From an optimization exercise on the open Yosys and OpenROAD flow, aimed at small area; shortcuts taken in it are not production practice. In this exercise RTL edits were held to simulation tests only and were not proved equivalent to the original. Power is estimated from default activity; no workload was simulated.

== willow ==
==> flow/design.v <==
package register_file_pkg;
  localparam int DATA_WIDTH = 64;
  localparam int ADDR_WIDTH = 5;
  localparam int ZERO_REG   = 0;
  typedef logic [ADDR_WIDTH-1:0] reg_addr_t;
  typedef logic [DATA_WIDTH-1:0] reg_data_t;
endpackage
module rf_aoi222 (
  input  logic a0, b0, a1, b1, a2, b2,
  output logic y
);
  assign y = ~((a0 & b0) | (a1 & b1) | (a2 & b2));
endmodule
module rf_ao22 (
  input  logic a0, b0, a1, b1,
  output logic y
);
  assign y = (a0 & b0) | (a1 & b1);
endmodule
module rf_nand2 (
  input  logic a, b,
  output logic y
);
  assign y = ~(a & b);
endmodule
module rf_nand3 (
  input  logic a, b, c,
  output logic y
);
  assign y = ~(a & b & c);
endmodule
module rf_nand4 (
  input  logic a, b, c, d,
  output logic y
);
  assign y = ~(a & b & c & d);
endmodule
module rf_or3 (
  input  logic a, b, c,
  output logic y
);
  assign y = a | b | c;
endmodule
module rf_read_bit (
  input  logic [31:1] sel,
  input  logic [31:1] d,
  output logic        y
);
  logic [10:0] g;
  logic [2:0]  h;
  for (genvar k = 0; k < 10; k++) begin : g_aoi
    rf_aoi222 u_aoi (
      .a0(sel[3*k+1]), .b0(d[3*k+1]),
      .a1(sel[3*k+2]), .b1(d[3*k+2]),
      .a2(sel[3*k+3]), .b2(d[3*k+3]),
      .y (g[k])
    );
  end
  rf_nand2 u_last (.a(sel[31]), .b(d[31]), .y(g[10]));
  rf_nand4 u_n0 (.a(g[0]), .b(g[1]), .c(g[2]), .d(g[3]), .y(h[0]));
  rf_nand4 u_n1 (.a(g[4]), .b(g[5]), .c(g[6]), .d(g[7]), .y(h[1]));
  rf_nand3 u_n2 (.a(g[8]), .b(g[9]), .c(g[10]), .y(h[2]));
  rf_or3   u_o  (.a(h[0]), .b(h[1]), .c(h[2]), .y(y));
endmodule
module regfile_read_port #(
  parameter int DATA_WIDTH = register_file_pkg::DATA_WIDTH,
  parameter int ADDR_WIDTH = register_file_pkg::ADDR_WIDTH,
  parameter int DEPTH      = 1 << ADDR_WIDTH
) (
  input  logic [ADDR_WIDTH-1:0]            addr,
  input  logic [DEPTH-1:1][DATA_WIDTH-1:0] entries,
  input  logic [DEPTH-1:1]                 valid,
  output logic [DATA_WIDTH-1:0]            data
);
  logic [DEPTH-1:1]                 sel;
  logic [DATA_WIDTH-1:0][DEPTH-1:1] column;
  always_comb begin
    for (int i = 1; i < DEPTH; i++) begin
      sel[i] = valid[i] && (addr == ADDR_WIDTH'(i));
    end
  end
  always_comb begin
    for (int b = 0; b < DATA_WIDTH; b++) begin
      for (int i = 1; i < DEPTH; i++) begin
        column[b][i] = entries[i][b];
      end
    end
  end
  for (genvar b = 0; b < DATA_WIDTH; b++) begin : g_bit
    rf_read_bit u_bit (
      .sel(sel),
      .d  (column[b]),
      .y  (data[b])
    );
  end
endmodule
module register_file #(
  parameter int DATA_WIDTH = register_file_pkg::DATA_WIDTH,
  parameter int ADDR_WIDTH = register_file_pkg::ADDR_WIDTH
) (
  input  logic                  clk,
  input  logic                  rst,
  input  logic [ADDR_WIDTH-1:0] read1,
  input  logic [ADDR_WIDTH-1:0] read2,
  input  logic [ADDR_WIDTH-1:0] write_register,
  input  logic                  WEn,
  input  logic [DATA_WIDTH-1:0] Write_data,
  output logic [DATA_WIDTH-1:0] Data1,
  output logic [DATA_WIDTH-1:0] Data2
);
  localparam int DEPTH = 1 << ADDR_WIDTH;
  logic [DEPTH-1:1][DATA_WIDTH-1:0] mem;
  logic [DEPTH-1:1][DATA_WIDTH-1:0] mem_next;
  logic [DEPTH-1:1]                 valid;
  logic [DEPTH-1:1]                 wr_en;
  logic [DEPTH-1:1]                 hold;
  always_comb begin
    for (int i = 1; i < DEPTH; i++) begin
      wr_en[i] = WEn && (write_register == ADDR_WIDTH'(i));
    end
  end
  assign hold = ~wr_en;
  always_ff @(posedge clk or posedge rst) begin
    if (rst) begin
      valid <= '0;
    end else begin
      valid <= valid | wr_en;
    end
  end
  for (genvar i = 1; i < DEPTH; i++) begin : g_entry
    for (genvar b = 0; b < DATA_WIDTH; b++) begin : g_bit
      rf_ao22 u_next (
        .a0(mem[i][b]),     .b0(hold[i]),
        .a1(Write_data[b]), .b1(wr_en[i]),
        .y (mem_next[i][b])
      );
    end
  end
  always_ff @(posedge clk) begin
    mem <= mem_next;
  end
  regfile_read_port #(
    .DATA_WIDTH(DATA_WIDTH),
    .ADDR_WIDTH(ADDR_WIDTH),
    .DEPTH     (DEPTH)
  ) u_port1 (
    .addr   (read1),
    .entries(mem),
    .valid  (valid),
    .data   (Data1)
  );
  regfile_read_port #(
    .DATA_WIDTH(DATA_WIDTH),
    .ADDR_WIDTH(ADDR_WIDTH),
    .DEPTH     (DEPTH)
  ) u_port2 (
    .addr   (read2),
    .entries(mem),
    .valid  (valid),
    .data   (Data2)
  );
endmodule
Settings: LEC_CHECK=0, ABC_CLOCK_PERIOD_IN_PS=6000, CAP_MARGIN=10, CORE_MARGIN=2, CORE_UTILIZATION=46, PLACE_DENSITY=0.55, SLEW_MARGIN=10, SYNTH_HIERARCHICAL=1, SYNTH_MINIMUM_KEEP_SIZE=0; clock period 6.0 ns.
standard.sh (not shown) runs the stock make flow with config.mk's settings and CLKGATE_MAP_FILE= SYNTH_SCRIPT=/design/flow/synth_recipe.tcl, a recipe that flattens the netlist after the stock synthesis.
==> flow/flow/run.sh <==
#!/bin/bash
# Own layout flow: the standard ORFS flow (standard.sh), with two changes:
#  - the input and output ports are buffered with sky130_fd_sc_hd__buf_1 instead of the
#    resizer's default pick (a slow delay buffer);
#  - clock tree synthesis uses clkbuf_8 with small sink clusters and no dummy loads.
# Every tool's output goes to flow_make.log here; ORFS's per-step logs stay under orfs/logs.
set -euo pipefail
export BUFFER_PORTS_ARGS="-buffer_cell sky130_fd_sc_hd__buf_1"
export CTS_ARGS="-sink_clustering_enable -repair_clock_nets -dont_use_dummy_load -buf_list sky130_fd_sc_hd__clkbuf_8 -sink_clustering_size 14 -sink_clustering_max_diameter 50"
bash standard.sh finish > flow_make.log 2>&1
willow completed; timing, DRC and antenna clean
> inputs changed (willow -> xenon)
- a change of CAP_MARGIN from 10 to 20
- a change of SLEW_MARGIN from 10 to 20
- a deleted PLACE_DENSITY that had been 0.55
- a change of CORE_UTILIZATION from 46 to 40
==> flow/run.sh (new file) <==
#!/bin/bash
# synth_recipe.tcl (not shown) runs the flow's synth.tcl, then flattens the netlist and writes it again
# the make line also repeats each setting of config.mk as NAME=value (left out here)
make -C /OpenROAD-flow-scripts/flow DESIGN_CONFIG=/design/flow/config.mk WORK_HOME=/design/flow/orfs CLKGATE_MAP_FILE= SYNTH_SCRIPT=/design/flow/synth_recipe.tcl finish
removed: flow/flow/run.sh
removed: flow/standard.sh
==> run summary <==
- Register-to-register slack delta (xenon -> willow): insignificant
- When xenon is measured against willow, its clock buffer count in the final layout turns out 52% higher.
- Lower cell count among willow and xenon: willow
- [diff] highest achievable clock rate, xenon relative to willow: regression
- In the metrics for willow and xenon, the one carrying the higher final cell area excluding filler cells is xenon.
- Diff xenon..willow | synthesized area per cell | negligible
- For willow, the worst min-delay path category was in -> async, unlike xenon, where it was reg -> reg.
- NOTE number of placement rows willow->xenon increased by a little under 10%
- Looking at destination of the critical timing path, the Data2[44] result is from xenon; the Data2[34] one comes from willow.
- FAIL: xenon; every other run in willow and xenon is clean
Modified inputs, tundra compared to xenon
- setting PLACE_DENSITY to 0.5 for the first time
==> flow/flow/run.sh (new file) <==
#!/bin/bash
# Own layout flow: the standard ORFS flow (standard.sh), with two changes:
#  - the input and output ports are buffered with sky130_fd_sc_hd__buf_1 instead of the
#    resizer's default pick (a slow delay buffer);
#  - clock tree synthesis uses clkbuf_8 with small sink clusters and no dummy loads.
# Every tool's output goes to flow_make.log here; ORFS's per-step logs stay under orfs/logs.
set -euo pipefail
export BUFFER_PORTS_ARGS="-buffer_cell sky130_fd_sc_hd__buf_1"
export CTS_ARGS="-sink_clustering_enable -repair_clock_nets -dont_use_dummy_load -buf_list sky130_fd_sc_hd__clkbuf_8 -sink_clustering_size 12 -sink_clustering_max_diameter 45"
bash standard.sh finish > flow_make.log 2>&1
==> flow/standard.sh (new file) <==
#!/bin/bash
# synth_recipe.tcl (not shown) runs the flow's synth.tcl, then flattens the netlist and writes it again
# the make line also repeats each setting of config.mk as NAME=value (left out here)
make -C /OpenROAD-flow-scripts/flow DESIGN_CONFIG=/design/flow/config.mk WORK_HOME=/design/flow/orfs CLKGATE_MAP_FILE= SYNTH_SCRIPT=/design/flow/synth_recipe.tcl "${@:-finish}"
removed: flow/run.sh
Results
tundra finished every stage and its layout cleared the timing, design-rule and antenna checks.
There was hardly any difference in area taken by multi-input logic gates between tundra and xenon.
In the flow results for tundra and xenon, the growth of design area from synthesis to finish is smaller on tundra.
tundra ended up with a lower total power than xenon did.
As far as power of the sequential group is concerned, xenon and tundra perform about the same.
In the tables for tundra and xenon, sequential share of layout area reads lower with xenon.
Between tundra and xenon, the worst endpoint data arrival time is lower for tundra.
Compare tundra and xenon | first-iteration DRC count lower: tundra
Comparing tundra and xenon, the higher total of fill cells in the finished design was measured on tundra.
Compared with xenon, tundra improves design area.

-- static timing again, ports no longer ideal --
The flow's constraints put no driver on any port. The routed layouts listed below were extracted and timed again, unchanged, in two steps. Step 1, drivers: a clkbuf_16 drives clk and a buf_2 each remaining input, both assumed. Step 2 times the ports against the registers' clock, not the clock port: input delays grow and output delays shrink by t, the midpoint of the rising clock arrivals with the driver on. Slacks: ideal / step 1 / step 2; pairs: ideal / step 1.
run | t (ns) | slack for setup (ns) | worst hold slack (ns) | pins driven straight from the clock port
willow | 1.095 | 0.532 / 0.497 / 0.497 | 0.242 / 0.175 / 0.493 | 1
xenon | 0.961 | -0.020 / -0.052 / -0.052 | 0.498 / 0.498 / 0.498 | 1
tundra | 1.165 | 0.305 / 0.279 / 0.279 | 0.207 / 0.133 / 0.507 | 1
The setup slack of willow, which loses most, moves by -0.035 ns with the drivers and by -0.035 ns with both steps.
